This is an optimization exercise on Yosys and OpenROAD, whose aim is small area and few clock cycles per item, not a production implementation.
In this exercise RTL edits were held to simulation tests only and were not proved equivalent to the original.

==> flow/design.v (outline; a module is shown in full before it is edited, if it fits) <==
// module svv_sq7: 57 lines
// module svv_sq6: 43 lines
// module svv_mul_g: 354 lines
// module svv_mul_o: 350 lines
// module svv_mul_x: 350 lines
// module svv_mul_vc: 87 lines
// module svv_sq13: 179 lines
// module svv_fa: 4 lines
// module svv_ha: 4 lines
// module svv_maj: 3 lines
// module svv_xn: 3 lines
// module svv_or: 3 lines
// module stereo_voice_volume_pan_law: 202 lines
module stereo_voice_volume_pan_law (
  input  logic        clk_i,
  input  logic        rst_ni,
  input  logic        in_valid_i,
  output logic        in_ready_o,
  input  logic [6:0]  in_voice_level_i,
  input  logic [6:0]  in_cmd_volume_i,
  input  logic [6:0]  in_cmd_pan_i,
  input  logic [6:0]  in_tone_volume_i,
  input  logic [6:0]  in_tone_pan_i,
  input  logic [6:0]  in_program_volume_i,
  output logic        out_valid_o,
  input  logic        out_ready_i,
  output logic [13:0] out_left_level_o,
  output logic [13:0] out_right_level_o,
  input  logic        cfg_we_i,
  input  logic [1:0]  cfg_idx_i,
  input  logic [6:0]  cfg_data_i
);
  // ...
==> flow/run.sh <==
#!/bin/bash
# synth_recipe.tcl (not shown) runs the flow's synth.tcl, then flattens the netlist and writes it again
# the make line also repeats each setting of config.mk as NAME=value (left out here)
make -C /OpenROAD-flow-scripts/flow DESIGN_CONFIG=/design/flow/config.mk WORK_HOME=/design/flow/orfs CLKGATE_MAP_FILE= SYNTH_SCRIPT=/design/flow/synth_recipe.tcl finish
==> flow/config.mk <==
export PLATFORM = sky130hd
export DESIGN_NAME = stereo_voice_volume_pan_law
export DESIGN_NICKNAME = stereo_voice_volume_pan_law
export VERILOG_FILES = /design/flow/design.v
export SDC_FILE = /design/flow/constraint.sdc
export NUM_CORES = 4
export LEC_CHECK = 0
export CAP_MARGIN = 20
export CORE_MARGIN = 2
export CORE_UTILIZATION = 40
export SLEW_MARGIN = 20
export SYNTH_HIERARCHICAL = 1
export SYNTH_MINIMUM_KEEP_SIZE = 0
==> flow/constraint.sdc <==
create_clock -name core_clock -period 7.0 [get_ports {clk_i}]
set_input_delay 1.4000 -clock core_clock [delete_from_list [all_inputs] [get_ports {clk_i}]]
set_output_delay 1.4000 -clock core_clock [all_outputs]
set_load 0.01 [all_outputs]
==> impl_metrics.json, run 1 <==
{
  "crit_chain": "buf_4 > clkbuf_16 > nand2_1 > fa_1 > fa_1 > fa_1 > fa_1 > fa_1 > ha_4 > a211oi_1 > nand2_1 > o21ai_4 > a211oi_2 > o21a_1 > or2_1 > dlygate4sd2_1",
  "wl_per_cell_um": 19.5,
  "dp_cells": 7608,
  "met1Wirelength_um": 65300,
  "post_cts_buffers": 23,
  "port_buffers": 85,
  "grt_util_met2_pct": 33.3,
  "slew_headroom_pct": 30.5,
  "syn_nets": 7406,
  "worstMarginPinSlew_ns": 1.04,
  "htree_levels": 2,
  "core_um2": 152000,
  "post-place-ws_ns": 0.183,
  "cap_violations": 0,
  "top_layer": "met4",
  "outcome": "complete, no violations",
  "cp.required_ns": 5.60,
  "post-route-min-period_ns": 6.86
}
Testbench counts, summed over its fixed seeds: cycles 9,664, items 9,600.
==> module svv_mul_vc, before the edit <==
module svv_mul_vc (input logic [6:0] a, input logic [5:0] b, output logic [12:0] y);
  logic t1, t2, t3, t4, t5, t6, t7, t8, t9, t10, t11, t12, t13, t14, t15, t16;
  logic t17, t18, t19, t20, t21, t22, t23, t24, t25, t26, t27, t28, t29, t30, t31, t32;
  logic t33, t34, t35, t36, t37, t38, t39, t40, t41, t42, t43, t44, t45, t46, t47, t48;
  logic t49, t50, t51, t52, t53, t54, t55, t56, t57, t58, t59, t60, t61, t62, t63, t64;
  logic t65, t66, t67, t68, t69, t70, t71, t72, t73, t74, t75, t76, t77, t78, t79, t80;
  logic t81, t82, t83, t84, t85, t86, t87, t88, t89, t90, t91, t92, t93, t94, t95, t96;
  assign t1 = ~(a[0] & b[0]);
  assign t2 = ~(a[0] & b[1]);
  assign t3 = ~(a[1] & b[0]);
  assign t4 = ~(a[0] & b[2]);
  assign t5 = ~(a[1] & b[1]);
  assign t6 = ~(a[2] & b[0]);
  assign t7 = ~(a[0] & b[3]);
  assign t8 = ~(a[1] & b[2]);
  assign t9 = ~(a[2] & b[1]);
  assign t10 = ~(a[3] & b[0]);
  assign t11 = ~(a[0] & b[4]);
  assign t12 = ~(a[1] & b[3]);
  assign t13 = ~(a[2] & b[2]);
  assign t14 = ~(a[3] & b[1]);
  assign t15 = ~(a[4] & b[0]);
  assign t16 = ~(a[0] & b[5]);
  assign t17 = ~(a[1] & b[4]);
  assign t18 = ~(a[2] & b[3]);
  assign t19 = ~(a[3] & b[2]);
  assign t20 = ~(a[4] & b[1]);
  assign t21 = ~(a[5] & b[0]);
  assign t22 = ~(a[1] & b[5]);
  assign t23 = ~(a[2] & b[4]);
  assign t24 = ~(a[3] & b[3]);
  assign t25 = ~(a[4] & b[2]);
  assign t26 = ~(a[5] & b[1]);
  assign t27 = ~(a[6] & b[0]);
  assign t28 = ~(a[2] & b[5]);
  assign t29 = ~(a[3] & b[4]);
  assign t30 = ~(a[4] & b[3]);
  assign t31 = ~(a[5] & b[2]);
  assign t32 = ~(a[6] & b[1]);
  assign t33 = ~(a[3] & b[5]);
  assign t34 = ~(a[4] & b[4]);
  assign t35 = ~(a[5] & b[3]);
  assign t36 = ~(a[6] & b[2]);
  assign t37 = ~(a[4] & b[5]);
  assign t38 = ~(a[5] & b[4]);
  assign t39 = ~(a[6] & b[3]);
  assign t40 = ~(a[5] & b[5]);
  assign t41 = ~(a[6] & b[4]);
  assign t42 = ~(a[6] & b[5]);
  svv_xn u_t43 (.a(t11), .b(t12), .y(t43));
  svv_or u_t44 (.a(t11), .b(t12), .y(t44));
  svv_fa u_t45 (.a(t16), .b(t17), .c(t18), .s(t45), .co(t46));
  svv_xn u_t47 (.a(t19), .b(t20), .y(t47));
  svv_or u_t48 (.a(t19), .b(t20), .y(t48));
  svv_fa u_t49 (.a(t22), .b(t23), .c(t24), .s(t49), .co(t50));
  svv_fa u_t51 (.a(t25), .b(t26), .c(t27), .s(t51), .co(t52));
  svv_fa u_t53 (.a(t28), .b(t29), .c(t30), .s(t53), .co(t54));
  svv_xn u_t55 (.a(t31), .b(t32), .y(t55));
  svv_or u_t56 (.a(t31), .b(t32), .y(t56));
  svv_fa u_t57 (.a(t33), .b(t34), .c(t35), .s(t57), .co(t58));
  svv_xn u_t59 (.a(t7), .b(t8), .y(t59));
  svv_or u_t60 (.a(t7), .b(t8), .y(t60));
  svv_fa u_t61 (.a(t43), .b(t13), .c(t14), .s(t61), .co(t62));
  svv_fa u_t63 (.a(t44), .b(t45), .c(t47), .s(t63), .co(t64));
  svv_fa u_t65 (.a(t46), .b(t48), .c(t49), .s(t65), .co(t66));
  svv_fa u_t67 (.a(t50), .b(t52), .c(t53), .s(t67), .co(t68));
  svv_fa u_t69 (.a(t54), .b(t56), .c(t57), .s(t69), .co(t70));
  svv_fa u_t71 (.a(t58), .b(t37), .c(t38), .s(t71), .co(t72));
  svv_xn u_t73 (.a(t4), .b(t5), .y(t73));
  svv_or u_t74 (.a(t4), .b(t5), .y(t74));
  svv_fa u_t75 (.a(t59), .b(t9), .c(t10), .s(t75), .co(t76));
  svv_fa u_t77 (.a(t60), .b(t61), .c(t15), .s(t77), .co(t78));
  svv_fa u_t79 (.a(t62), .b(t63), .c(t21), .s(t79), .co(t80));
  svv_fa u_t81 (.a(t64), .b(t65), .c(t51), .s(t81), .co(t82));
  svv_fa u_t83 (.a(t66), .b(t67), .c(t55), .s(t83), .co(t84));
  svv_fa u_t85 (.a(t68), .b(t69), .c(t36), .s(t85), .co(t86));
  svv_fa u_t87 (.a(t70), .b(t71), .c(t39), .s(t87), .co(t88));
  svv_fa u_t89 (.a(t72), .b(t40), .c(t41), .s(t89), .co(t90));
  svv_xn u_t91 (.a(t2), .b(t3), .y(t91));
  svv_or u_t92 (.a(t2), .b(t3), .y(t92));
  svv_fa u_t93 (.a(t73), .b(t6), .c(t92), .s(t93), .co(t94));
  svv_fa u_t95 (.a(t74), .b(t75), .c(t94), .s(t95), .co(t96));
  wire [8:0] ra = {1'b1, t90, t88, t86, t84, t82, t80, t78, t76};
  wire [8:0] rb = {1'b1, t42, t89, t87, t85, t83, t81, t79, t77};
  wire [8:0] sh = ~(ra + rb + {8'd0, t96});
  assign y = {sh[8], sh[7], sh[6], sh[5], sh[4], sh[3], sh[2], sh[1], sh[0], ~t95, ~t93, ~t91, ~t1};
endmodule
==> module svv_sq13, before the edit <==
module svv_sq13 (input logic [12:0] a, output logic [13:0] y);
  logic t1, t2, t3, t4, t5, t6, t7, t8, t9, t10, t11, t12, t13, t14, t15, t16;
  logic t17, t18, t19, t20, t21, t22, t23, t24, t25, t26, t27, t28, t29, t30, t31, t32;
  logic t33, t34, t35, t36, t37, t38, t39, t40, t41, t42, t43, t44, t45, t46, t47, t48;
  logic t49, t50, t51, t52, t53, t54, t55, t56, t57, t58, t59, t60, t61, t62, t63, t64;
  logic t65, t66, t67, t68, t69, t70, t71, t72, t73, t74, t75, t76, t77, t78, t79, t80;
  logic t81, t82, t83, t84, t85, t86, t87, t88, t89, t90, t91, t92, t93, t94, t95, t96;
  logic t97, t98, t99, t100, t101, t102, t103, t104, t105, t106, t107, t108, t109, t110, t111, t112;
  logic t113, t114, t115, t116, t117, t118, t119, t120, t121, t122, t123, t124, t125, t126, t127, t128;
  logic t129, t130, t131, t132, t133, t134, t135, t136, t137, t138, t139, t140, t141, t142, t143, t144;
  logic t145, t146, t147, t148, t149, t150, t151, t152, t153, t154, t155, t156, t157, t158, t159, t160;
  logic t161, t162, t163, t164, t165, t166, t167, t168, t169, t170, t171, t172, t173, t174, t175, t176;
  logic t177, t178, t179, t180, t181, t182, t183, t184, t185, t186, t187, t188, t189, t190, t191, t192;
  logic t193, t194, t195, t196, t197, t198, t199, t200, t201, t202, t203, t204, t205;
  assign t1 = ~(a[0]);
  assign t2 = ~(a[0] & a[1]);
  assign t3 = ~(a[1]);
  assign t4 = ~(a[0] & a[2]);
  assign t5 = ~(a[0] & a[3]);
  assign t6 = ~(a[1] & a[2]);
  assign t7 = ~(a[2]);
  assign t8 = ~(a[0] & a[4]);
  assign t9 = ~(a[1] & a[3]);
  assign t10 = ~(a[0] & a[5]);
  assign t11 = ~(a[1] & a[4]);
  assign t12 = ~(a[2] & a[3]);
  assign t13 = ~(a[3]);
  assign t14 = ~(a[0] & a[6]);
  assign t15 = ~(a[1] & a[5]);
  assign t16 = ~(a[2] & a[4]);
  assign t17 = ~(a[0] & a[7]);
  assign t18 = ~(a[1] & a[6]);
  assign t19 = ~(a[2] & a[5]);
  assign t20 = ~(a[3] & a[4]);
  assign t21 = ~(a[4]);
  assign t22 = ~(a[0] & a[8]);
  assign t23 = ~(a[1] & a[7]);
  assign t24 = ~(a[2] & a[6]);
  assign t25 = ~(a[3] & a[5]);
  assign t26 = ~(a[0] & a[9]);
  assign t27 = ~(a[1] & a[8]);
  assign t28 = ~(a[2] & a[7]);
  assign t29 = ~(a[3] & a[6]);
  assign t30 = ~(a[4] & a[5]);
  assign t31 = ~(a[5]);
  assign t32 = ~(a[0] & a[10]);
  assign t33 = ~(a[1] & a[9]);
  assign t34 = ~(a[2] & a[8]);
  assign t35 = ~(a[3] & a[7]);
  assign t36 = ~(a[4] & a[6]);
  assign t37 = ~(a[0] & a[11]);
  assign t38 = ~(a[1] & a[10]);
  assign t39 = ~(a[2] & a[9]);
  assign t40 = ~(a[3] & a[8]);
  assign t41 = ~(a[4] & a[7]);
  assign t42 = ~(a[5] & a[6]);
  assign t43 = ~(a[6]);
  assign t44 = ~(a[0] & a[12]);
  assign t45 = ~(a[1] & a[11]);
  assign t46 = ~(a[2] & a[10]);
  assign t47 = ~(a[3] & a[9]);
  assign t48 = ~(a[4] & a[8]);
  assign t49 = ~(a[5] & a[7]);
  assign t50 = ~(a[1] & a[12]);
  assign t51 = ~(a[2] & a[11]);
  assign t52 = ~(a[3] & a[10]);
  assign t53 = ~(a[4] & a[9]);
  assign t54 = ~(a[5] & a[8]);
  assign t55 = ~(a[6] & a[7]);
  assign t56 = ~(a[7]);
  assign t57 = ~(a[2] & a[12]);
  assign t58 = ~(a[3] & a[11]);
  assign t59 = ~(a[4] & a[10]);
  assign t60 = ~(a[5] & a[9]);
  assign t61 = ~(a[6] & a[8]);
  assign t62 = ~(a[3] & a[12]);
  assign t63 = ~(a[4] & a[11]);
  assign t64 = ~(a[5] & a[10]);
  assign t65 = ~(a[6] & a[9]);
  assign t66 = ~(a[7] & a[8]);
  assign t67 = ~(a[8]);
  assign t68 = ~(a[4] & a[12]);
  assign t69 = ~(a[5] & a[11]);
  assign t70 = ~(a[6] & a[10]);
  assign t71 = ~(a[7] & a[9]);
  assign t72 = ~(a[5] & a[12]);
  assign t73 = ~(a[6] & a[11]);
  assign t74 = ~(a[7] & a[10]);
  assign t75 = ~(a[8] & a[9]);
  assign t76 = ~(a[9]);
  assign t77 = ~(a[6] & a[12]);
  assign t78 = ~(a[7] & a[11]);
  assign t79 = ~(a[8] & a[10]);
  assign t80 = ~(a[7] & a[12]);
  assign t81 = ~(a[8] & a[11]);
  assign t82 = ~(a[9] & a[10]);
  assign t83 = ~(a[10]);
  assign t84 = ~(a[8] & a[12]);
  assign t85 = ~(a[9] & a[11]);
  assign t86 = ~(a[9] & a[12]);
  assign t87 = ~(a[10] & a[11]);
  assign t88 = ~(a[11]);
  assign t89 = ~(a[10] & a[12]);
  assign t90 = ~(a[11] & a[12]);
  assign t91 = ~(a[12]);
  svv_xn u_t92 (.a(t37), .b(t38), .y(t92));
  svv_or u_t93 (.a(t37), .b(t38), .y(t93));
  svv_xn u_t94 (.a(t44), .b(t45), .y(t94));
  svv_or u_t95 (.a(t44), .b(t45), .y(t95));
  svv_fa u_t96 (.a(t50), .b(t51), .c(t52), .s(t96), .co(t97));
  svv_xn u_t98 (.a(t17), .b(t18), .y(t98));
  svv_or u_t99 (.a(t17), .b(t18), .y(t99));
  svv_xn u_t100 (.a(t22), .b(t23), .y(t100));
  svv_or u_t101 (.a(t22), .b(t23), .y(t101));
  svv_fa u_t102 (.a(t26), .b(t27), .c(t28), .s(t102), .co(t103));
  svv_xn u_t104 (.a(t29), .b(t30), .y(t104));
  svv_or u_t105 (.a(t29), .b(t30), .y(t105));
  svv_fa u_t106 (.a(t32), .b(t33), .c(t34), .s(t106), .co(t107));
  svv_xn u_t108 (.a(t35), .b(t36), .y(t108));
  svv_or u_t109 (.a(t35), .b(t36), .y(t109));
  svv_fa u_t110 (.a(t92), .b(t39), .c(t40), .s(t110), .co(t111));
  svv_fa u_t112 (.a(t41), .b(t42), .c(t43), .s(t112), .co(t113));
  svv_fa u_t114 (.a(t93), .b(t94), .c(t46), .s(t114), .co(t115));
  svv_fa u_t116 (.a(t47), .b(t48), .c(t49), .s(t116), .co(t117));
  svv_fa u_t118 (.a(t95), .b(t96), .c(t53), .s(t118), .co(t119));
  svv_fa u_t120 (.a(t54), .b(t55), .c(t56), .s(t120), .co(t121));
  svv_fa u_t122 (.a(t97), .b(t57), .c(t58), .s(t122), .co(t123));
  svv_fa u_t124 (.a(t59), .b(t60), .c(t61), .s(t124), .co(t125));
  svv_fa u_t126 (.a(t62), .b(t63), .c(t64), .s(t126), .co(t127));
  svv_fa u_t128 (.a(t65), .b(t66), .c(t67), .s(t128), .co(t129));
  svv_fa u_t130 (.a(t68), .b(t69), .c(t70), .s(t130), .co(t131));
  svv_fa u_t132 (.a(t72), .b(t73), .c(t74), .s(t132), .co(t133));
  svv_xn u_t134 (.a(t10), .b(t11), .y(t134));
  svv_or u_t135 (.a(t10), .b(t11), .y(t135));
  svv_xn u_t136 (.a(t14), .b(t15), .y(t136));
  svv_or u_t137 (.a(t14), .b(t15), .y(t137));
  svv_fa u_t138 (.a(t98), .b(t19), .c(t20), .s(t138), .co(t139));
  svv_fa u_t140 (.a(t99), .b(t100), .c(t24), .s(t140), .co(t141));
  svv_fa u_t142 (.a(t101), .b(t102), .c(t104), .s(t142), .co(t143));
  svv_fa u_t144 (.a(t103), .b(t105), .c(t106), .s(t144), .co(t145));
  svv_fa u_t146 (.a(t107), .b(t109), .c(t110), .s(t146), .co(t147));
  svv_fa u_t148 (.a(t111), .b(t113), .c(t114), .s(t148), .co(t149));
  svv_fa u_t150 (.a(t115), .b(t117), .c(t118), .s(t150), .co(t151));
  svv_fa u_t152 (.a(t119), .b(t121), .c(t122), .s(t152), .co(t153));
  svv_fa u_t154 (.a(t123), .b(t125), .c(t126), .s(t154), .co(t155));
  svv_fa u_t156 (.a(t127), .b(t129), .c(t130), .s(t156), .co(t157));
  svv_fa u_t158 (.a(t131), .b(t132), .c(t75), .s(t158), .co(t159));
  svv_fa u_t160 (.a(t133), .b(t77), .c(t78), .s(t160), .co(t161));
  svv_fa u_t162 (.a(t80), .b(t81), .c(t82), .s(t162), .co(t163));
  svv_xn u_t164 (.a(t5), .b(t6), .y(t164));
  svv_or u_t165 (.a(t5), .b(t6), .y(t165));
  svv_xn u_t166 (.a(t8), .b(t9), .y(t166));
  svv_or u_t167 (.a(t8), .b(t9), .y(t167));
  svv_fa u_t168 (.a(t134), .b(t12), .c(t13), .s(t168), .co(t169));
  svv_fa u_t170 (.a(t135), .b(t136), .c(t16), .s(t170), .co(t171));
  svv_fa u_t172 (.a(t137), .b(t138), .c(t21), .s(t172), .co(t173));
  svv_fa u_t174 (.a(t139), .b(t140), .c(t25), .s(t174), .co(t175));
  svv_fa u_t176 (.a(t141), .b(t142), .c(t31), .s(t176), .co(t177));
  svv_fa u_t178 (.a(t143), .b(t144), .c(t108), .s(t178), .co(t179));
  svv_fa u_t180 (.a(t145), .b(t146), .c(t112), .s(t180), .co(t181));
  svv_fa u_t182 (.a(t147), .b(t148), .c(t116), .s(t182), .co(t183));
  svv_fa u_t184 (.a(t149), .b(t150), .c(t120), .s(t184), .co(t185));
  svv_fa u_t186 (.a(t151), .b(t152), .c(t124), .s(t186), .co(t187));
  svv_fa u_t188 (.a(t153), .b(t154), .c(t128), .s(t188), .co(t189));
  svv_fa u_t190 (.a(t155), .b(t156), .c(t71), .s(t190), .co(t191));
  svv_fa u_t192 (.a(t157), .b(t158), .c(t76), .s(t192), .co(t193));
  svv_fa u_t194 (.a(t159), .b(t160), .c(t79), .s(t194), .co(t195));
  svv_fa u_t196 (.a(t161), .b(t162), .c(t83), .s(t196), .co(t197));
  svv_fa u_t198 (.a(t163), .b(t84), .c(t85), .s(t198), .co(t199));
  svv_fa u_t200 (.a(t86), .b(t87), .c(t88), .s(t200), .co(t201));
  assign t202 = t2 | t3;
  assign t203 = t4 | t202;
  svv_maj u_t204 (.a(t164), .b(t7), .c(t203), .y(t204));
  svv_maj u_t205 (.a(t165), .b(t166), .c(t204), .y(t205));
  wire [19:0] ra = {1'b1, t90, t201, t199, t197, t195, t193, t191, t189, t187, t185, t183, t181, t179, t177, t175, t173, t171, t169, t167};
  wire [19:0] rb = {1'b1, t91, t89, t200, t198, t196, t194, t192, t190, t188, t186, t184, t182, t180, t178, t176, t174, t172, t170, t168};
  wire [19:0] sh = ~(ra + rb + {19'd0, t205});
  assign y = {sh[19], sh[18], sh[17], sh[16], sh[15], sh[14], sh[13], sh[12], sh[11], sh[10], sh[9], sh[8], sh[7], sh[6]};
endmodule
==> run 2, diff against run 1 <==
--- a/flow/design.v
+++ b/flow/design.v
@@ -128,7 +128,7 @@
   logic t385, t386, t387, t388, t389, t390, t391, t392, t393, t394, t395, t396, t397, t398, t399, t400;
   logic t401, t402, t403, t404, t405, t406, t407, t408, t409, t410, t411, t412, t413, t414, t415, t416;
   logic t417, t418, t419, t420, t421, t422, t423, t424, t425, t426, t427, t428, t429, t430, t431, t432;
-  logic t433, t434, t435, t436, t437;
+  logic t433, t434, t435, t436, t437, t438, t439;
   assign t1 = ~(a[0] & b[0]);
   assign t2 = ~(a[1] & b[0]);
   assign t3 = ~((a[2] & b[0]) | (a[0] & b[2]));
@@ -449,12 +449,14 @@
   svv_maj u_t435 (.a(t394), .b(t395), .c(t434), .y(t435));
   svv_maj u_t436 (.a(t396), .b(t397), .c(t435), .y(t436));
   svv_maj u_t437 (.a(t398), .b(t399), .c(t436), .y(t437));
-  wire [15:0] ra = {1'b1, t428, t426, t424, t422, t420, t418, t416, t414, t412, t410, t408, t406, t404, t402, t400};
-  wire [15:0] rb = {1'b1, t168, t427, t425, t423, t421, t419, t417, t415, t413, t411, t409, t407, t405, t403, t401};
-  wire [15:0] sh = ~(ra + rb + {15'd0, t437});
-  assign y = {sh[15], sh[14], sh[13], sh[12], sh[11], sh[10], sh[9], sh[8], sh[7], sh[6], sh[5], sh[4], sh[3], sh[2]};
+  svv_maj u_t438 (.a(t400), .b(t401), .c(t437), .y(t438));
+  svv_maj u_t439 (.a(t402), .b(t403), .c(t438), .y(t439));
+  wire [13:0] ra = {1'b1, t428, t426, t424, t422, t420, t418, t416, t414, t412, t410, t408, t406, t404};
+  wire [13:0] rb = {1'b1, t168, t427, t425, t423, t421, t419, t417, t415, t413, t411, t409, t407, t405};
+  wire [13:0] sh = ~(ra + rb + {13'd0, t439});
+  assign y = {sh[13], sh[12], sh[11], sh[10], sh[9], sh[8], sh[7], sh[6], sh[5], sh[4], sh[3], sh[2], sh[1], sh[0]};
 endmodule
-module svv_mul_o (input logic [13:0] a, input logic [13:0] b, output logic [13:0] y);
+module svv_mul_x (input logic [13:0] a, input logic [13:0] b, output logic [13:0] y);
   logic t1, t2, t3, t4, t5, t6, t7, t8, t9, t10, t11, t12, t13, t14, t15, t16;
   logic t17, t18, t19, t20, t21, t22, t23, t24, t25, t26, t27, t28, t29, t30, t31, t32;
   logic t33, t34, t35, t36, t37, t38, t39, t40, t41, t42, t43, t44, t45, t46, t47, t48;
@@ -482,357 +484,7 @@
   logic t385, t386, t387, t388, t389, t390, t391, t392, t393, t394, t395, t396, t397, t398, t399, t400;
   logic t401, t402, t403, t404, t405, t406, t407, t408, t409, t410, t411, t412, t413, t414, t415, t416;
   logic t417, t418, t419, t420, t421, t422, t423, t424, t425, t426, t427, t428, t429, t430, t431, t432;
-  logic t433;
-  assign t1 = ~(a[0] & b[0]);
-  assign t2 = ~(a[1] & b[0]);
-  assign t3 = ~((a[2] & b[0]) | (a[0] & b[2]));
-  assign t4 = ~(a[0] & b[3]);
-  assign t5 = ~((a[3] & b[0]) | (a[1] & b[2]));
-  assign t6 = ~(a[0] & b[4]);
-  assign t7 = ~(a[1] & b[3]);
-  assign t8 = ~((a[4] & b[0]) | (a[2] & b[2]));
-  assign t9 = ~(a[0] & b[5]);
-  assign t10 = ~(a[1] & b[4]);
-  assign t11 = ~(a[2] & b[3]);
-  assign t12 = ~((a[5] & b[0]) | (a[3] & b[2]));
-  assign t13 = ~(a[0] & b[6]);
-  assign t14 = ~(a[1] & b[5]);
-  assign t15 = ~(a[2] & b[4]);
-  assign t16 = ~(a[3] & b[3]);
-  assign t17 = ~((a[6] & b[0]) | (a[4] & b[2]));
-  assign t18 = ~(a[0] & b[7]);
-  assign t19 = ~(a[1] & b[6]);
-  assign t20 = ~(a[2] & b[5]);
-  assign t21 = ~(a[3] & b[4]);
-  assign t22 = ~(a[4] & b[3]);
-  assign t23 = ~((a[7] & b[0]) | (a[5] & b[2]));
-  assign t24 = ~(a[0] & b[8]);
-  assign t25 = ~(a[1] & b[7]);
-  assign t26 = ~(a[2] & b[6]);
-  assign t27 = ~(a[3] & b[5]);
-  assign t28 = ~(a[4] & b[4]);
-  assign t29 = ~(a[5] & b[3]);
-  assign t30 = ~((a[8] & b[0]) | (a[6] & b[2]));
-  assign t31 = ~(a[0] & b[9]);
-  assign t32 = ~(a[1] & b[8]);
-  assign t33 = ~(a[2] & b[7]);
-  assign t34 = ~(a[3] & b[6]);
-  assign t35 = ~(a[4] & b[5]);
-  assign t36 = ~(a[5] & b[4]);
-  assign t37 = ~(a[6] & b[3]);
-  assign t38 = ~((a[9] & b[0]) | (a[7] & b[2]));
-  assign t39 = ~(a[0] & b[10]);
-  assign t40 = ~(a[1] & b[9]);
-  assign t41 = ~(a[2] & b[8]);
-  assign t42 = ~(a[3] & b[7]);
-  assign t43 = ~(a[4] & b[6]);
-  assign t44 = ~(a[5] & b[5]);
-  assign t45 = ~(a[6] & b[4]);
-  assign t46 = ~(a[7] & b[3]);
-  assign t47 = ~((a[10] & b[0]) | (a[8] & b[2]));
-  assign t48 = ~(a[0] & b[11]);
-  assign t49 = ~(a[1] & b[10]);
-  assign t50 = ~(a[2] & b[9]);
-  assign t51 = ~(a[3] & b[8]);
-  assign t52 = ~(a[4] & b[7]);
-  assign t53 = ~(a[5] & b[6]);
-  assign t54 = ~(a[6] & b[5]);
-  assign t55 = ~(a[7] & b[4]);
-  assign t56 = ~(a[8] & b[3]);
-  assign t57 = ~((a[11] & b[0]) | (a[9] & b[2]));
-  assign t58 = ~(a[0] & b[12]);
-  assign t59 = ~(a[1] & b[11]);
-  assign t60 = ~(a[2] & b[10]);
-  assign t61 = ~(a[3] & b[9]);
-  assign t62 = ~(a[4] & b[8]);
-  assign t63 = ~(a[5] & b[7]);
-  assign t64 = ~(a[6] & b[6]);
-  assign t65 = ~(a[7] & b[5]);
-  assign t66 = ~(a[8] & b[4]);
-  assign t67 = ~(a[9] & b[3]);
-  assign t68 = ~((a[12] & b[0]) | (a[10] & b[2]));
-  assign t69 = ~(a[0] & b[13]);
-  assign t70 = ~(a[1] & b[12]);
-  assign t71 = ~(a[2] & b[11]);
-  assign t72 = ~(a[3] & b[10]);
-  assign t73 = ~(a[4] & b[9]);
-  assign t74 = ~(a[5] & b[8]);
-  assign t75 = ~(a[6] & b[7]);
-  assign t76 = ~(a[7] & b[6]);
-  assign t77 = ~(a[8] & b[5]);
-  assign t78 = ~(a[9] & b[4]);
-  assign t79 = ~(a[10] & b[3]);
-  assign t80 = ~((a[13] & b[0]) | (a[11] & b[2]));
-  assign t81 = ~(a[1] & b[13]);
-  assign t82 = ~(a[2] & b[12]);
-  assign t83 = ~(a[3] & b[11]);
-  assign t84 = ~(a[4] & b[10]);
-  assign t85 = ~(a[5] & b[9]);
-  assign t86 = ~(a[6] & b[8]);
-  assign t87 = ~(a[7] & b[7]);
-  assign t88 = ~(a[8] & b[6]);
-  assign t89 = ~(a[9] & b[5]);
-  assign t90 = ~(a[10] & b[4]);
-  assign t91 = ~((a[11] & b[3]) | (a[12] & b[2]));
-  assign t92 = ~(a[2] & b[13]);
-  assign t93 = ~(a[3] & b[12]);
-  assign t94 = ~(a[4] & b[11]);
-  assign t95 = ~(a[5] & b[10]);
-  assign t96 = ~(a[6] & b[9]);
-  assign t97 = ~(a[7] & b[8]);
-  assign t98 = ~(a[8] & b[7]);
-  assign t99 = ~(a[9] & b[6]);
-  assign t100 = ~(a[10] & b[5]);
-  assign t101 = ~(a[11] & b[4]);
-  assign t102 = ~((a[12] & b[3]) | (a[13] & b[2]));
-  assign t103 = ~(a[3] & b[13]);
-  assign t104 = ~(a[4] & b[12]);
-  assign t105 = ~(a[5] & b[11]);
-  assign t106 = ~(a[6] & b[10]);
-  assign t107 = ~(a[7] & b[9]);
-  assign t108 = ~(a[8] & b[8]);
-  assign t109 = ~(a[9] & b[7]);
-  assign t110 = ~(a[10] & b[6]);
-  assign t111 = ~(a[11] & b[5]);
-  assign t112 = ~(a[12] & b[4]);
-  assign t113 = ~(a[13] & b[3]);
-  assign t114 = ~(a[4] & b[13]);
-  assign t115 = ~(a[5] & b[12]);
-  assign t116 = ~(a[6] & b[11]);
-  assign t117 = ~(a[7] & b[10]);
-  assign t118 = ~(a[8] & b[9]);
-  assign t119 = ~(a[9] & b[8]);
-  assign t120 = ~(a[10] & b[7]);
-  assign t121 = ~(a[11] & b[6]);
-  assign t122 = ~(a[12] & b[5]);
-  assign t123 = ~(a[13] & b[4]);
-  assign t124 = ~(a[5] & b[13]);
-  assign t125 = ~(a[6] & b[12]);
-  assign t126 = ~(a[7] & b[11]);
-  assign t127 = ~(a[8] & b[10]);
-  assign t128 = ~(a[9] & b[9]);
-  assign t129 = ~(a[10] & b[8]);
-  assign t130 = ~(a[11] & b[7]);
-  assign t131 = ~(a[12] & b[6]);
-  assign t132 = ~(a[13] & b[5]);
-  assign t133 = ~(a[6] & b[13]);
-  assign t134 = ~(a[7] & b[12]);
-  assign t135 = ~(a[8] & b[11]);
-  assign t136 = ~(a[9] & b[10]);
-  assign t137 = ~(a[10] & b[9]);
-  assign t138 = ~(a[11] & b[8]);
-  assign t139 = ~(a[12] & b[7]);
-  assign t140 = ~(a[13] & b[6]);
-  assign t141 = ~(a[7] & b[13]);
-  assign t142 = ~(a[8] & b[12]);
-  assign t143 = ~(a[9] & b[11]);
-  assign t144 = ~(a[10] & b[10]);
-  assign t145 = ~(a[11] & b[9]);
-  assign t146 = ~(a[12] & b[8]);
-  assign t147 = ~(a[13] & b[7]);
-  assign t148 = ~(a[8] & b[13]);
-  assign t149 = ~(a[9] & b[12]);
-  assign t150 = ~(a[10] & b[11]);
-  assign t151 = ~(a[11] & b[10]);
-  assign t152 = ~(a[12] & b[9]);
-  assign t153 = ~(a[13] & b[8]);
-  assign t154 = ~(a[9] & b[13]);
-  assign t155 = ~(a[10] & b[12]);
-  assign t156 = ~(a[11] & b[11]);
-  assign t157 = ~(a[12] & b[10]);
-  assign t158 = ~(a[13] & b[9]);
-  assign t159 = ~(a[10] & b[13]);
-  assign t160 = ~(a[11] & b[12]);
-  assign t161 = ~(a[12] & b[11]);
-  assign t162 = ~(a[13] & b[10]);
-  assign t163 = ~(a[11] & b[13]);
-  assign t164 = ~(a[12] & b[12]);
-  assign t165 = ~(a[13] & b[11]);
-  assign t166 = ~(a[12] & b[13]);
-  assign t167 = ~(a[13] & b[12]);
-  assign t168 = ~(a[13] & b[13]);
-  svv_xn u_t169 (.a(t48), .b(t49), .y(t169));
-  svv_or u_t170 (.a(t48), .b(t49), .y(t170));
-  svv_fa u_t171 (.a(t58), .b(t59), .c(t60), .s(t171), .co(t172));
-  svv_xn u_t173 (.a(t61), .b(t62), .y(t173));
-  svv_or u_t174 (.a(t61), .b(t62), .y(t174));
-  svv_fa u_t175 (.a(t69), .b(t70), .c(t71), .s(t175), .co(t176));
-  svv_fa u_t177 (.a(t72), .b(t73), .c(t74), .s(t177), .co(t178));
-  svv_xn u_t179 (.a(t75), .b(t76), .y(t179));
-  svv_or u_t180 (.a(t75), .b(t76), .y(t180));
-  svv_fa u_t181 (.a(t81), .b(t82), .c(t83), .s(t181), .co(t182));
-  svv_fa u_t183 (.a(t84), .b(t85), .c(t86), .s(t183), .co(t184));
-  svv_xn u_t185 (.a(t87), .b(t88), .y(t185));
-  svv_or u_t186 (.a(t87), .b(t88), .y(t186));
-  svv_fa u_t187 (.a(t92), .b(t93), .c(t94), .s(t187), .co(t188));
-  svv_fa u_t189 (.a(t95), .b(t96), .c(t97), .s(t189), .co(t190));
-  svv_xn u_t191 (.a(t98), .b(t99), .y(t191));
-  svv_or u_t192 (.a(t98), .b(t99), .y(t192));
-  svv_fa u_t193 (.a(t103), .b(t104), .c(t105), .s(t193), .co(t194));
-  svv_fa u_t195 (.a(t106), .b(t107), .c(t108), .s(t195), .co(t196));
-  svv_xn u_t197 (.a(t109), .b(t110), .y(t197));
-  svv_or u_t198 (.a(t109), .b(t110), .y(t198));
-  svv_fa u_t199 (.a(t114), .b(t115), .c(t116), .s(t199), .co(t200));
-  svv_fa u_t201 (.a(t117), .b(t118), .c(t119), .s(t201), .co(t202));
-  svv_fa u_t203 (.a(t124), .b(t125), .c(t126), .s(t203), .co(t204));
-  svv_xn u_t205 (.a(t24), .b(t25), .y(t205));
-  svv_or u_t206 (.a(t24), .b(t25), .y(t206));
-  svv_fa u_t207 (.a(t31), .b(t32), .c(t33), .s(t207), .co(t208));
-  svv_xn u_t209 (.a(t34), .b(t35), .y(t209));
-  svv_or u_t210 (.a(t34), .b(t35), .y(t210));
-  svv_fa u_t211 (.a(t39), .b(t40), .c(t41), .s(t211), .co(t212));
-  svv_fa u_t213 (.a(t42), .b(t43), .c(t44), .s(t213), .co(t214));
-  svv_xn u_t215 (.a(t45), .b(t46), .y(t215));
-  svv_or u_t216 (.a(t45), .b(t46), .y(t216));
-  svv_fa u_t217 (.a(t169), .b(t50), .c(t51), .s(t217), .co(t218));
-  svv_fa u_t219 (.a(t52), .b(t53), .c(t54), .s(t219), .co(t220));
-  svv_fa u_t221 (.a(t55), .b(t56), .c(t57), .s(t221), .co(t222));
-  svv_fa u_t223 (.a(t170), .b(t171), .c(t173), .s(t223), .co(t224));
-  svv_fa u_t225 (.a(t63), .b(t64), .c(t65), .s(t225), .co(t226));
-  svv_fa u_t227 (.a(t66), .b(t67), .c(t68), .s(t227), .co(t228));
-  svv_fa u_t229 (.a(t172), .b(t174), .c(t175), .s(t229), .co(t230));
-  svv_fa u_t231 (.a(t177), .b(t179), .c(t77), .s(t231), .co(t232));
-  svv_fa u_t233 (.a(t78), .b(t79), .c(t80), .s(t233), .co(t234));
-  svv_fa u_t235 (.a(t176), .b(t178), .c(t180), .s(t235), .co(t236));
-  svv_fa u_t237 (.a(t181), .b(t183), .c(t185), .s(t237), .co(t238));
-  svv_fa u_t239 (.a(t89), .b(t90), .c(t91), .s(t239), .co(t240));
-  svv_fa u_t241 (.a(t182), .b(t184), .c(t186), .s(t241), .co(t242));
-  svv_fa u_t243 (.a(t187), .b(t189), .c(t191), .s(t243), .co(t244));
-  svv_fa u_t245 (.a(t100), .b(t101), .c(t102), .s(t245), .co(t246));
-  svv_fa u_t247 (.a(t188), .b(t190), .c(t192), .s(t247), .co(t248));
-  svv_fa u_t249 (.a(t193), .b(t195), .c(t197), .s(t249), .co(t250));
-  svv_fa u_t251 (.a(t111), .b(t112), .c(t113), .s(t251), .co(t252));
-  svv_fa u_t253 (.a(t194), .b(t196), .c(t198), .s(t253), .co(t254));
-  svv_fa u_t255 (.a(t199), .b(t201), .c(t120), .s(t255), .co(t256));
-  svv_fa u_t257 (.a(t121), .b(t122), .c(t123), .s(t257), .co(t258));
-  svv_fa u_t259 (.a(t200), .b(t202), .c(t203), .s(t259), .co(t260));
-  svv_fa u_t261 (.a(t127), .b(t128), .c(t129), .s(t261), .co(t262));
-  svv_fa u_t263 (.a(t130), .b(t131), .c(t132), .s(t263), .co(t264));
-  svv_fa u_t265 (.a(t204), .b(t133), .c(t134), .s(t265), .co(t266));
-  svv_fa u_t267 (.a(t135), .b(t136), .c(t137), .s(t267), .co(t268));
-  svv_fa u_t269 (.a(t138), .b(t139), .c(t140), .s(t269), .co(t270));
-  svv_fa u_t271 (.a(t141), .b(t142), .c(t143), .s(t271), .co(t272));
-  svv_fa u_t273 (.a(t144), .b(t145), .c(t146), .s(t273), .co(t274));
-  svv_fa u_t275 (.a(t148), .b(t149), .c(t150), .s(t275), .co(t276));
-  svv_xn u_t277 (.a(t13), .b(t14), .y(t277));
-  svv_or u_t278 (.a(t13), .b(t14), .y(t278));
-  svv_fa u_t279 (.a(t18), .b(t19), .c(t20), .s(t279), .co(t280));
-  svv_xn u_t281 (.a(t21), .b(t22), .y(t281));
-  svv_or u_t282 (.a(t21), .b(t22), .y(t282));
-  svv_fa u_t283 (.a(t205), .b(t26), .c(t27), .s(t283), .co(t284));
-  svv_fa u_t285 (.a(t28), .b(t29), .c(t30), .s(t285), .co(t286));
-  svv_fa u_t287 (.a(t206), .b(t207), .c(t209), .s(t287), .co(t288));
-  svv_fa u_t289 (.a(t36), .b(t37), .c(t38), .s(t289), .co(t290));
-  svv_fa u_t291 (.a(t208), .b(t210), .c(t211), .s(t291), .co(t292));
-  svv_fa u_t293 (.a(t213), .b(t215), .c(t47), .s(t293), .co(t294));
-  svv_fa u_t295 (.a(t212), .b(t214), .c(t216), .s(t295), .co(t296));
-  svv_fa u_t297 (.a(t217), .b(t219), .c(t221), .s(t297), .co(t298));
-  svv_fa u_t299 (.a(t218), .b(t220), .c(t222), .s(t299), .co(t300));
-  svv_fa u_t301 (.a(t223), .b(t225), .c(t227), .s(t301), .co(t302));
-  svv_fa u_t303 (.a(t224), .b(t226), .c(t228), .s(t303), .co(t304));
-  svv_fa u_t305 (.a(t229), .b(t231), .c(t233), .s(t305), .co(t306));
-  svv_fa u_t307 (.a(t230), .b(t232), .c(t234), .s(t307), .co(t308));
-  svv_fa u_t309 (.a(t235), .b(t237), .c(t239), .s(t309), .co(t310));
-  svv_fa u_t311 (.a(t236), .b(t238), .c(t240), .s(t311), .co(t312));
-  svv_fa u_t313 (.a(t241), .b(t243), .c(t245), .s(t313), .co(t314));
-  svv_fa u_t315 (.a(t242), .b(t244), .c(t246), .s(t315), .co(t316));
-  svv_fa u_t317 (.a(t247), .b(t249), .c(t251), .s(t317), .co(t318));
-  svv_fa u_t319 (.a(t248), .b(t250), .c(t252), .s(t319), .co(t320));
-  svv_fa u_t321 (.a(t253), .b(t255), .c(t257), .s(t321), .co(t322));
-  svv_fa u_t323 (.a(t254), .b(t256), .c(t258), .s(t323), .co(t324));
-  svv_fa u_t325 (.a(t259), .b(t261), .c(t263), .s(t325), .co(t326));
-  svv_fa u_t327 (.a(t260), .b(t262), .c(t264), .s(t327), .co(t328));
-  svv_fa u_t329 (.a(t265), .b(t267), .c(t269), .s(t329), .co(t330));
-  svv_fa u_t331 (.a(t266), .b(t268), .c(t270), .s(t331), .co(t332));
-  svv_fa u_t333 (.a(t271), .b(t273), .c(t147), .s(t333), .co(t334));
-  svv_fa u_t335 (.a(t272), .b(t274), .c(t275), .s(t335), .co(t336));
-  svv_fa u_t337 (.a(t151), .b(t152), .c(t153), .s(t337), .co(t338));
-  svv_fa u_t339 (.a(t276), .b(t154), .c(t155), .s(t339), .co(t340));
-  svv_fa u_t341 (.a(t156), .b(t157), .c(t158), .s(t341), .co(t342));
-  svv_fa u_t343 (.a(t159), .b(t160), .c(t161), .s(t343), .co(t344));
-  svv_xn u_t345 (.a(t9), .b(t10), .y(t345));
-  svv_or u_t346 (.a(t9), .b(t10), .y(t346));
-  svv_fa u_t347 (.a(t277), .b(t15), .c(t16), .s(t347), .co(t348));
-  svv_fa u_t349 (.a(t278), .b(t279), .c(t281), .s(t349), .co(t350));
-  svv_fa u_t351 (.a(t280), .b(t282), .c(t283), .s(t351), .co(t352));
-  svv_fa u_t353 (.a(t284), .b(t286), .c(t287), .s(t353), .co(t354));
-  svv_fa u_t355 (.a(t288), .b(t290), .c(t291), .s(t355), .co(t356));
-  svv_fa u_t357 (.a(t292), .b(t294), .c(t295), .s(t357), .co(t358));
-  svv_fa u_t359 (.a(t296), .b(t298), .c(t299), .s(t359), .co(t360));
-  svv_fa u_t361 (.a(t300), .b(t302), .c(t303), .s(t361), .co(t362));
-  svv_fa u_t363 (.a(t304), .b(t306), .c(t307), .s(t363), .co(t364));
-  svv_fa u_t365 (.a(t308), .b(t310), .c(t311), .s(t365), .co(t366));
-  svv_fa u_t367 (.a(t312), .b(t314), .c(t315), .s(t367), .co(t368));
-  svv_fa u_t369 (.a(t316), .b(t318), .c(t319), .s(t369), .co(t370));
-  svv_fa u_t371 (.a(t320), .b(t322), .c(t323), .s(t371), .co(t372));
-  svv_fa u_t373 (.a(t324), .b(t326), .c(t327), .s(t373), .co(t374));
-  svv_fa u_t375 (.a(t328), .b(t330), .c(t331), .s(t375), .co(t376));
-  svv_fa u_t377 (.a(t332), .b(t334), .c(t335), .s(t377), .co(t378));
-  svv_fa u_t379 (.a(t336), .b(t338), .c(t339), .s(t379), .co(t380));
-  svv_fa u_t381 (.a(t340), .b(t342), .c(t343), .s(t381), .co(t382));
-  svv_fa u_t383 (.a(t344), .b(t163), .c(t164), .s(t383), .co(t384));
-  svv_xn u_t385 (.a(t6), .b(t7), .y(t385));
-  svv_or u_t386 (.a(t6), .b(t7), .y(t386));
-  svv_fa u_t387 (.a(t345), .b(t11), .c(t12), .s(t387), .co(t388));
-  svv_fa u_t389 (.a(t346), .b(t347), .c(t17), .s(t389), .co(t390));
-  svv_fa u_t391 (.a(t348), .b(t349), .c(t23), .s(t391), .co(t392));
-  svv_fa u_t393 (.a(t350), .b(t351), .c(t285), .s(t393), .co(t394));
-  svv_fa u_t395 (.a(t352), .b(t353), .c(t289), .s(t395), .co(t396));
-  svv_fa u_t397 (.a(t354), .b(t355), .c(t293), .s(t397), .co(t398));
-  svv_fa u_t399 (.a(t356), .b(t357), .c(t297), .s(t399), .co(t400));
-  svv_fa u_t401 (.a(t358), .b(t359), .c(t301), .s(t401), .co(t402));
-  svv_fa u_t403 (.a(t360), .b(t361), .c(t305), .s(t403), .co(t404));
-  svv_fa u_t405 (.a(t362), .b(t363), .c(t309), .s(t405), .co(t406));
-  svv_fa u_t407 (.a(t364), .b(t365), .c(t313), .s(t407), .co(t408));
-  svv_fa u_t409 (.a(t366), .b(t367), .c(t317), .s(t409), .co(t410));
-  svv_fa u_t411 (.a(t368), .b(t369), .c(t321), .s(t411), .co(t412));
-  svv_fa u_t413 (.a(t370), .b(t371), .c(t325), .s(t413), .co(t414));
-  svv_fa u_t415 (.a(t372), .b(t373), .c(t329), .s(t415), .co(t416));
-  svv_fa u_t417 (.a(t374), .b(t375), .c(t333), .s(t417), .co(t418));
-  svv_fa u_t419 (.a(t376), .b(t377), .c(t337), .s(t419), .co(t420));
-  svv_fa u_t421 (.a(t378), .b(t379), .c(t341), .s(t421), .co(t422));
-  svv_fa u_t423 (.a(t380), .b(t381), .c(t162), .s(t423), .co(t424));
-  svv_fa u_t425 (.a(t382), .b(t383), .c(t165), .s(t425), .co(t426));
-  svv_fa u_t427 (.a(t384), .b(t166), .c(t167), .s(t427), .co(t428));
-  assign t429 = t4 | t5;
-  svv_maj u_t430 (.a(t385), .b(t8), .c(t429), .y(t430));
-  svv_maj u_t431 (.a(t386), .b(t387), .c(t430), .y(t431));
-  svv_maj u_t432 (.a(t388), .b(t389), .c(t431), .y(t432));
-  svv_maj u_t433 (.a(t390), .b(t391), .c(t432), .y(t433));
-  wire [19:0] ra = {1'b1, t428, t426, t424, t422, t420, t418, t416, t414, t412, t410, t408, t406, t404, t402, t400, t398, t396, t394, t392};
-  wire [19:0] rb = {1'b1, t168, t427, t425, t423, t421, t419, t417, t415, t413, t411, t409, t407, t405, t403, t401, t399, t397, t395, t393};
-  wire [19:0] sh = ~(ra + rb + {19'd0, t433});
-  assign y = {sh[19], sh[18], sh[17], sh[16], sh[15], sh[14], sh[13], sh[12], sh[11], sh[10], sh[9], sh[8], sh[7], sh[6]};
-endmodule
-module svv_mul_x (input logic [13:0] a, input logic [13:0] b, output logic [15:0] y);
-  logic t1, t2, t3, t4, t5, t6, t7, t8, t9, t10, t11, t12, t13, t14, t15, t16;
-  logic t17, t18, t19, t20, t21, t22, t23, t24, t25, t26, t27, t28, t29, t30, t31, t32;
-  logic t33, t34, t35, t36, t37, t38, t39, t40, t41, t42, t43, t44, t45, t46, t47, t48;
-  logic t49, t50, t51, t52, t53, t54, t55, t56, t57, t58, t59, t60, t61, t62, t63, t64;
-  logic t65, t66, t67, t68, t69, t70, t71, t72, t73, t74, t75, t76, t77, t78, t79, t80;
-  logic t81, t82, t83, t84, t85, t86, t87, t88, t89, t90, t91, t92, t93, t94, t95, t96;
-  logic t97, t98, t99, t100, t101, t102, t103, t104, t105, t106, t107, t108, t109, t110, t111, t112;
-  logic t113, t114, t115, t116, t117, t118, t119, t120, t121, t122, t123, t124, t125, t126, t127, t128;
-  logic t129, t130, t131, t132, t133, t134, t135, t136, t137, t138, t139, t140, t141, t142, t143, t144;
-  logic t145, t146, t147, t148, t149, t150, t151, t152, t153, t154, t155, t156, t157, t158, t159, t160;
-  logic t161, t162, t163, t164, t165, t166, t167, t168, t169, t170, t171, t172, t173, t174, t175, t176;
-  logic t177, t178, t179, t180, t181, t182, t183, t184, t185, t186, t187, t188, t189, t190, t191, t192;
-  logic t193, t194, t195, t196, t197, t198, t199, t200, t201, t202, t203, t204, t205, t206, t207, t208;
-  logic t209, t210, t211, t212, t213, t214, t215, t216, t217, t218, t219, t220, t221, t222, t223, t224;
-  logic t225, t226, t227, t228, t229, t230, t231, t232, t233, t234, t235, t236, t237, t238, t239, t240;
-  logic t241, t242, t243, t244, t245, t246, t247, t248, t249, t250, t251, t252, t253, t254, t255, t256;
-  logic t257, t258, t259, t260, t261, t262, t263, t264, t265, t266, t267, t268, t269, t270, t271, t272;
-  logic t273, t274, t275, t276, t277, t278, t279, t280, t281, t282, t283, t284, t285, t286, t287, t288;
-  logic t289, t290, t291, t292, t293, t294, t295, t296, t297, t298, t299, t300, t301, t302, t303, t304;
-  logic t305, t306, t307, t308, t309, t310, t311, t312, t313, t314, t315, t316, t317, t318, t319, t320;
-  logic t321, t322, t323, t324, t325, t326, t327, t328, t329, t330, t331, t332, t333, t334, t335, t336;
-  logic t337, t338, t339, t340, t341, t342, t343, t344, t345, t346, t347, t348, t349, t350, t351, t352;
-  logic t353, t354, t355, t356, t357, t358, t359, t360, t361, t362, t363, t364, t365, t366, t367, t368;
-  logic t369, t370, t371, t372, t373, t374, t375, t376, t377, t378, t379, t380, t381, t382, t383, t384;
-  logic t385, t386, t387, t388, t389, t390, t391, t392, t393, t394, t395, t396, t397, t398, t399, t400;
-  logic t401, t402, t403, t404, t405, t406, t407, t408, t409, t410, t411, t412, t413, t414, t415, t416;
-  logic t417, t418, t419, t420, t421, t422, t423, t424, t425, t426, t427, t428, t429, t430, t431, t432;
-  logic t433;
+  logic t433, t434, t435, t436, t437;
   assign t1 = ~(a[0] & b[0]);
   assign t2 = ~(a[1] & b[0]);
   assign t3 = ~((a[2] & b[0]) | (a[0] & b[2]));
@@ -1149,10 +801,14 @@
   svv_maj u_t431 (.a(t386), .b(t387), .c(t430), .y(t431));
   svv_maj u_t432 (.a(t388), .b(t389), .c(t431), .y(t432));
   svv_maj u_t433 (.a(t390), .b(t391), .c(t432), .y(t433));
-  wire [19:0] ra = {1'b1, t428, t426, t424, t422, t420, t418, t416, t414, t412, t410, t408, t406, t404, t402, t400, t398, t396, t394, t392};
-  wire [19:0] rb = {1'b1, t168, t427, t425, t423, t421, t419, t417, t415, t413, t411, t409, t407, t405, t403, t401, t399, t397, t395, t393};
-  wire [19:0] sh = ~(ra + rb + {19'd0, t433});
-  assign y = {sh[19], sh[18], sh[17], sh[16], sh[15], sh[14], sh[13], sh[12], sh[11], sh[10], sh[9], sh[8], sh[7], sh[6], sh[5], sh[4]};
+  svv_maj u_t434 (.a(t392), .b(t393), .c(t433), .y(t434));
+  svv_maj u_t435 (.a(t394), .b(t395), .c(t434), .y(t435));
+  svv_maj u_t436 (.a(t396), .b(t397), .c(t435), .y(t436));
+  svv_maj u_t437 (.a(t398), .b(t399), .c(t436), .y(t437));
+  wire [15:0] ra = {1'b1, t428, t426, t424, t422, t420, t418, t416, t414, t412, t410, t408, t406, t404, t402, t400};
+  wire [15:0] rb = {1'b1, t168, t427, t425, t423, t421, t419, t417, t415, t413, t411, t409, t407, t405, t403, t401};
+  wire [15:0] sh = ~(ra + rb + {15'd0, t437});
+  assign y = {sh[15], sh[14], sh[13], sh[12], sh[11], sh[10], sh[9], sh[8], sh[7], sh[6], sh[5], sh[4], sh[3], sh[2]};
 endmodule
 module svv_mul_vc (input logic [6:0] a, input logic [5:0] b, output logic [12:0] y);
   logic t1, t2, t3, t4, t5, t6, t7, t8, t9, t10, t11, t12, t13, t14, t15, t16;
@@ -1161,6 +817,7 @@
   logic t49, t50, t51, t52, t53, t54, t55, t56, t57, t58, t59, t60, t61, t62, t63, t64;
   logic t65, t66, t67, t68, t69, t70, t71, t72, t73, t74, t75, t76, t77, t78, t79, t80;
   logic t81, t82, t83, t84, t85, t86, t87, t88, t89, t90, t91, t92, t93, t94, t95, t96;
+  logic t97, t98, t99, t100, t101, t102, t103, t104;
   assign t1 = ~(a[0] & b[0]);
   assign t2 = ~(a[0] & b[1]);
   assign t3 = ~(a[1] & b[0]);
@@ -1236,10 +893,14 @@
   svv_or u_t92 (.a(t2), .b(t3), .y(t92));
   svv_fa u_t93 (.a(t73), .b(t6), .c(t92), .s(t93), .co(t94));
   svv_fa u_t95 (.a(t74), .b(t75), .c(t94), .s(t95), .co(t96));
-  wire [8:0] ra = {1'b1, t90, t88, t86, t84, t82, t80, t78, t76};
-  wire [8:0] rb = {1'b1, t42, t89, t87, t85, t83, t81, t79, t77};
-  wire [8:0] sh = ~(ra + rb + {8'd0, t96});
-  assign y = {sh[8], sh[7], sh[6], sh[5], sh[4], sh[3], sh[2], sh[1], sh[0], ~t95, ~t93, ~t91, ~t1};
+  svv_fa u_t97 (.a(t76), .b(t77), .c(t96), .s(t97), .co(t98));
+  svv_fa u_t99 (.a(t78), .b(t79), .c(t98), .s(t99), .co(t100));
+  svv_fa u_t101 (.a(t80), .b(t81), .c(t100), .s(t101), .co(t102));
+  svv_fa u_t103 (.a(t82), .b(t83), .c(t102), .s(t103), .co(t104));
+  wire [4:0] ra = {1'b1, t90, t88, t86, t84};
+  wire [4:0] rb = {1'b1, t42, t89, t87, t85};
+  wire [4:0] sh = ~(ra + rb + {4'd0, t104});
+  assign y = {sh[4], sh[3], sh[2], sh[1], sh[0], ~t103, ~t101, ~t99, ~t97, ~t95, ~t93, ~t91, ~t1};
 endmodule
 module svv_sq13 (input logic [12:0] a, output logic [13:0] y);
   logic t1, t2, t3, t4, t5, t6, t7, t8, t9, t10, t11, t12, t13, t14, t15, t16;
@@ -1254,7 +915,8 @@
   logic t145, t146, t147, t148, t149, t150, t151, t152, t153, t154, t155, t156, t157, t158, t159, t160;
   logic t161, t162, t163, t164, t165, t166, t167, t168, t169, t170, t171, t172, t173, t174, t175, t176;
   logic t177, t178, t179, t180, t181, t182, t183, t184, t185, t186, t187, t188, t189, t190, t191, t192;
-  logic t193, t194, t195, t196, t197, t198, t199, t200, t201, t202, t203, t204, t205;
+  logic t193, t194, t195, t196, t197, t198, t199, t200, t201, t202, t203, t204, t205, t206, t207, t208;
+  logic t209, t210, t211, t212, t213, t214, t215;
   assign t1 = ~(a[0]);
   assign t2 = ~(a[0] & a[1]);
   assign t3 = ~(a[1]);
@@ -1415,10 +1077,18 @@
   assign t203 = t4 | t202;
   svv_maj u_t204 (.a(t164), .b(t7), .c(t203), .y(t204));
   svv_maj u_t205 (.a(t165), .b(t166), .c(t204), .y(t205));
-  wire [19:0] ra = {1'b1, t90, t201, t199, t197, t195, t193, t191, t189, t187, t185, t183, t181, t179, t177, t175, t173, t171, t169, t167};
-  wire [19:0] rb = {1'b1, t91, t89, t200, t198, t196, t194, t192, t190, t188, t186, t184, t182, t180, t178, t176, t174, t172, t170, t168};
-  wire [19:0] sh = ~(ra + rb + {19'd0, t205});
-  assign y = {sh[19], sh[18], sh[17], sh[16], sh[15], sh[14], sh[13], sh[12], sh[11], sh[10], sh[9], sh[8], sh[7], sh[6]};
+  svv_maj u_t206 (.a(t167), .b(t168), .c(t205), .y(t206));
+  svv_maj u_t207 (.a(t169), .b(t170), .c(t206), .y(t207));
+  svv_maj u_t208 (.a(t171), .b(t172), .c(t207), .y(t208));
+  svv_maj u_t209 (.a(t173), .b(t174), .c(t208), .y(t209));
+  svv_maj u_t210 (.a(t175), .b(t176), .c(t209), .y(t210));
+  svv_maj u_t211 (.a(t177), .b(t178), .c(t210), .y(t211));
+  svv_fa u_t212 (.a(t179), .b(t180), .c(t211), .s(t212), .co(t213));
+  svv_fa u_t214 (.a(t181), .b(t182), .c(t213), .s(t214), .co(t215));
+  wire [11:0] ra = {1'b1, t90, t201, t199, t197, t195, t193, t191, t189, t187, t185, t183};
+  wire [11:0] rb = {1'b1, t91, t89, t200, t198, t196, t194, t192, t190, t188, t186, t184};
+  wire [11:0] sh = ~(ra + rb + {11'd0, t215});
+  assign y = {sh[11], sh[10], sh[9], sh[8], sh[7], sh[6], sh[5], sh[4], sh[3], sh[2], sh[1], sh[0], ~t214, ~t212};
 endmodule
 module svv_fa (input logic a, input logic b, input logic c, output logic s, output logic co);
   assign s  = a ^ b ^ c;
@@ -1460,13 +1130,13 @@
   localparam logic [1:0]  CfgMono   = 2'd0;
   localparam logic [1:0]  CfgSfx    = 2'd1;
   localparam logic [1:0]  CfgMaster = 2'd2;
-  logic [6:0] vld_q;       
+  logic [7:0] vld_q;       
   logic       adv;         
   logic       busy;        
   logic       stale_s_q;   
   logic       stale_m_q;   
   logic       take;
-  assign adv        = !vld_q[6] || out_ready_i;
+  assign adv        = !vld_q[7] || out_ready_i;
   assign busy       = |vld_q[6:0];
   assign in_ready_o = adv && (busy ? !(stale_s_q || stale_m_q) : !(stale_s_q && stale_m_q));
   assign take       = in_valid_i && in_ready_o;
@@ -1474,7 +1144,7 @@
     if (!rst_ni) begin
       vld_q <= '0;
     end else if (adv) begin
-      vld_q <= {vld_q[5:0], take};
+      vld_q <= {vld_q[6:0], take};
     end
   end
   logic        mono_q;
@@ -1527,9 +1197,13 @@
   assign c0 = in_cmd_pan_i[6]  ? ~in_cmd_pan_i[5:0]  : in_cmd_pan_i[5:0];
   assign d0 = in_tone_pan_i[6] ? ~in_tone_pan_i[5:0] : in_tone_pan_i[5:0];
   svv_mul_vc u_vc (.a(in_voice_level_i), .b(c0), .y(vc0));
+  logic p1on0, p1l0, p2swap0;
+  assign p1on0   = !mono_q && (c0 != 6'd63);
+  assign p1l0    = in_cmd_pan_i[6];
+  assign p2swap0 = !mono_q && (d0 != 6'd63) && in_tone_pan_i[6];
   logic [6:0]  v_q1;
   logic [12:0] vc_q1;
-  logic        p1on_q1, p1l_q1;    
+  logic        sx_q1, ox_q1;       
   logic        p2on_q1, p2l_q1;    
   logic [5:0]  d_q1;
   logic [6:0]  tv_q1, cv_q1, pv_q1;
@@ -1537,8 +1211,8 @@
     if (adv) begin
       v_q1    <= in_voice_level_i;
       vc_q1   <= vc0;
-      p1on_q1 <= !mono_q && (c0 != 6'd63);
-      p1l_q1  <= in_cmd_pan_i[6];
+      sx_q1   <= p1on0 && (p1l0 != p2swap0);
+      ox_q1   <= p1on0 && (p1l0 == p2swap0);
       p2on_q1 <= !mono_q && (d0 != 6'd63);
       p2l_q1  <= in_tone_pan_i[6];
       d_q1    <= d0;
@@ -1547,20 +1221,18 @@
       pv_q1   <= in_program_volume_i;
     end
   end
-  logic [13:0] a1, x1, l1, r1, tsq1;
+  logic [13:0] a1, x1, tsq1;
   svv_sq7  u_vsq (.a(v_q1), .y(a1));
   svv_sq13 u_m1 (.a(vc_q1), .y(x1));
   svv_sq7  u_tsq (.a(tv_q1), .y(tsq1));
-  assign l1 = (p1on_q1 && p1l_q1)  ? x1 : a1;
-  assign r1 = (p1on_q1 && !p1l_q1) ? x1 : a1;
   logic [13:0] src_q2, oth_q2, tsq_q2;
   logic        p2on_q2, p2l_q2;
   logic [5:0]  d_q2;
   logic [6:0]  cv_q2, pv_q2;
   always_ff @(posedge clk_i) begin
     if (adv) begin
-      src_q2  <= (p2on_q1 && p2l_q1) ? r1 : l1;
-      oth_q2  <= (p2on_q1 && p2l_q1) ? l1 : r1;
+      src_q2  <= sx_q1 ? x1 : a1;
+      oth_q2  <= ox_q1 ? x1 : a1;
       tsq_q2  <= tsq1;
       p2on_q2 <= p2on_q1;
       p2l_q2  <= p2l_q1;
@@ -1580,18 +1252,16 @@
     if (adv) begin
       g_q3    <= g2;
       oth_q3  <= oth_q2;
-      k_q3    <= p2on_q2 ? {2'd0, dsq2} : tsq_q2;
+      k_q3    <= p2on_q2 ? {dsq2, 2'd0} : tsq_q2;
       p2on_q3 <= p2on_q2;
       p2l_q3  <= p2l_q2;
       cv_q3   <= cv_q2;
       pv_q3   <= pv_q2;
     end
   end
-  logic [15:0] x3;
   logic [13:0] y3, l3, r3, cvsq3;
-  svv_mul_x u_m3 (.a(p2on_q3 ? g_q3 : oth_q3), .b(k_q3), .y(x3));
+  svv_mul_x u_m3 (.a(p2on_q3 ? g_q3 : oth_q3), .b(k_q3), .y(y3));
   svv_sq7 u_cvsq (.a(cv_q3), .y(cvsq3));
-  assign y3 = p2on_q3 ? x3[13:0] : x3[15:2];
   assign l3 = (p2on_q3 && p2l_q3) ? y3 : g_q3;
   assign r3 = (p2on_q3 && p2l_q3) ? g_q3 : y3;
   logic [13:0] l_q4, r_q4, cvsq_q4;
@@ -1636,7 +1306,17 @@
       r_q7 <= r6;
     end
   end
-  svv_mul_o u_m7l (.a(l_q7), .b(master_use_q), .y(out_left_level_o));
-  svv_mul_o u_m7r (.a(r_q7), .b(master_use_q), .y(out_right_level_o));
-  assign out_valid_o = vld_q[6];
+  logic [13:0] l7, r7;
+  svv_mul_g u_m7l (.a(l_q7), .b(master_use_q), .y(l7));
+  svv_mul_g u_m7r (.a(r_q7), .b(master_use_q), .y(r7));
+  logic [13:0] l_q8, r_q8;
+  always_ff @(posedge clk_i) begin
+    if (adv) begin
+      l_q8 <= l7;
+      r_q8 <= r7;
+    end
+  end
+  assign out_valid_o       = vld_q[7];
+  assign out_left_level_o  = l_q8;
+  assign out_right_level_o = r_q8;
 endmodule
==> run 2 against run 1 <==
Still clean. Sequential share of layout area rose by 1.5 points. Die area is 1.1% lower. Utilization grew 0.22 points. Count of clock-buffer cells in the layout increased by 9. Non-clock buffer count rose by 60. Critical path type is now reg2reg. Highest routed layer unchanged.
==> impl_metrics.json, run 2 <==
{
  "syn_nets": 7131,
  "crit_path_start": "r_q5[0]$_DFFE_PP_",
  "fmax_ghz": 0.150,
  "setup_viol": 0,
  "port_buffers": 85,
  "synthCells": 5556,
  "hold_class": "reg2reg",
  "die_area_um2": 154000,
  "maxSlewViolCount": 0,
  "worstSetupPathType": "reg2reg",
  "crit_buf_inv": 0,
  "slew_headroom_pct": 38.1,
  "wl_um": 153000,
  "postCtsHoldBufs": 0,
  "antenna_found_initial": 0,
  "hold_start": "cv_q2[0]$_DFFE_PP_",
  "cp.depth": 18,
  "postSynthAreaPerCell_um2": 10.9,
  "io_pins": 86,
  "holdPathEnd": "cv_q3[0]$_DFFE_PP_",
  "cts_max_path_buffers": 3,
  "initial_core_util_pct": 40.3,
  "clock_latency_ns": 0.64,
  "wl_per_cell_um": 20.2,
  "cpLargestDelayFamily": "adder cells",
  "cts.repair.resized": 0,
  "num_vias": 41005,
  "cp.arrival_ns": 7.02,
  "cpMaxStageDelayCell": "edfxtp_1",
  "hold_depth": 0,
  "die_w_um": 393,
  "cp.required_ns": 7.38,
  "gp_congestion": 0.886,
  "drtIter0Drc": 2910,
  "post-route-min-period_ns": 6.65,
  "cpPeakStageDelay_ns": 0.62,
  "numClockSinks": 395,
  "dp_hpwl_um": 119000,
  "drive_gt1_share_pct": 10.5,
  "layout_commonest_cell": "nand2_1",
  "synth_warnings": 7,
  "numCtsBuffers": 50,
  "die_h_um": 393,
  "core_um2": 150000,
  "r2r_start": "r_q5[0]$_DFFE_PP_",
  "fillers": 14091,
  "reg2regPathDepth": 18,
  "post_cts_buffers": 0,
  "r2r_slack_ns": 0.35,
  "fin_crit_sh_pct": 95.0,
  "cap_violations": 0,
  "grt-ovfl-total": 0,
  "cp-start-kind": "register",
  "syn_to_final_growth_pct": 8.15,
  "cts_tree": "built",
  "worst_setup_path_end_kind": "register",
  "grt_pass1_wl_um": 249000,
  "cp_max_fo": 11,
  "clk_pin_slew_ns": 0.07,
  "gr-usage-all-layers_pct": 20.4,
  "rsz0062_at_grt": "no",
  "rows": 142,
  "hold_viol": 0,
  "drt-pass1-iter-count": 6,
  "postLayoutCoreUtil_pct": 43.6,
  "grt_max_degree": 170,
  "worstMarginPinSlew_ns": 0.928,
  "tns_ns": 0,
  "ant_nets": 0,
  "ctsRootBufferMaster": "clkbuf_16",
  "outcome": "complete, no violations",
  "crit_chain": "nand2_1 > fa_1 > fa_1 > fa_1 > maj3_2 > maj3_2 > maj3_2 > maj3_2 > maj3_2 > maj3_2 > maj3_2 > fa_1 > fa_1 > a211oi_1 > nor2_1 > o41ai_1 > o2111ai_1 > xnor2_1",
  "crit_top_cell": "maj3_2",
  "nets": 7099,
  "final_cell_mix": "nand2_1, fa_1, edfxtp_1, buf_4, xnor2_1",
  "antenna_cells": 0,
  "vias_per_cell": 5.41,
  "fin_worst_skew_ns": 0.0196,
  "drc": 0,
  "htree_levels": 2,
  "first_global_vias": 44844,
  "r2r_end": "r_q6[12]$_DFFE_PP_",
  "synthesis.area_um2": 60500
}
## run 2: worst max path at each step
stage	end	slack, ns
after global placement	vc_q1[12]$_DFFE_PP_	0.43
after floorplan	l_q5[8]$_DFFE_PP_	0.53
final	r_q6[12]$_DFFE_PP_	0.35
after detailed placement	vc_q1[12]$_DFFE_PP_	0.36
after global routing	l_q5[10]$_DFFE_PP_	0.06
after CTS	g_q3[12]$_DFFE_PP_	0.36
## run 2: layout make-up
| class | count | area, µm² | area share (%) |
|---|---|---|---|
| multi-input combinational | 4712 | 46700 | 71.5 |
| sequential | 395 | 11800 | 18.0 |
| tap | 2016 | 2520 | 3.86 |
| timing repair buffer | 289 | 2400 | 3.67 |
| clock buffer | 59 | 1330 | 2.04 |
| clock inverter | 32 | 358 | 0.547 |
| inverter | 76 | 302 | 0.461 |
## run 2: metrics by stage
step | hold WS [ns] | cells | worst slack, ns | area (µm²)
CTS | 0.418 | 7579 | 0.358 | 65400
detailed placement | 0.405 | 7488 | 0.356 | 63700
global placement | 0.401 | 7488 | 0.428 | 63700
floorplan | 0.400 | 5556 | 0.529 | 60500
global route | 0.424 | 7579 | 0.0556 | 65400
finish | 0.417 | 7579 | 0.351 | 65400
## run 2: routing by layer
| layer | vias up | track usage [%] | part of all wire, % |
|---|---|---|---|
| li1 | 17984 | - | - |
| met1 | 21440 | 27.7 | 43 |
| met2 | 1384 | 34.5 | 49 |
| met3 | 197 | 2.37 | 5.6 |
| met4 | 0 | 5.67 | 2.6 |
| met5 | - | 0 | 0 |
Testbench counts of run 2, summed over its fixed seeds: cycles 9,672, items 9,600.

## static timing again, ports no longer ideal
How much do the figures lean on ideal ports? The routed layouts below were timed once more, with nothing changed but the port constraints.
Step 1: set_driving_cell puts a clkbuf_16 on clk_i and a buf_2 on each other input, an assumption about the parent block.
Step 2 adds t to the input delays and takes it off the output delays; t is the mean of the earliest and latest rising clock arrival at the registers after step 1. Input paths then give back, and output paths get back, about the clock's delay inside the block.
Slacks: no drivers / after step 1 / after step 2; pairs: no drivers / after step 1.
run | shift t [ns] | setup WS [ns] | clock arrival spread, ns | worst slew at a driven data input, ns | pins driven straight from the clock port
run 1 | 0.701 | 0.143 / 0.068 / 0.769 | 0.027 / 0.027 | 0.06 | 1
run 2 | 0.713 | 0.351 / 0.351 / 0.349 | 0.023 / 0.024 | 0.07 | 1
After both steps every run listed still meets setup and hold. For run 2, which loses most, drivers alone change the setup slack by 0.000 ns; drivers and shift together by -0.002 ns.
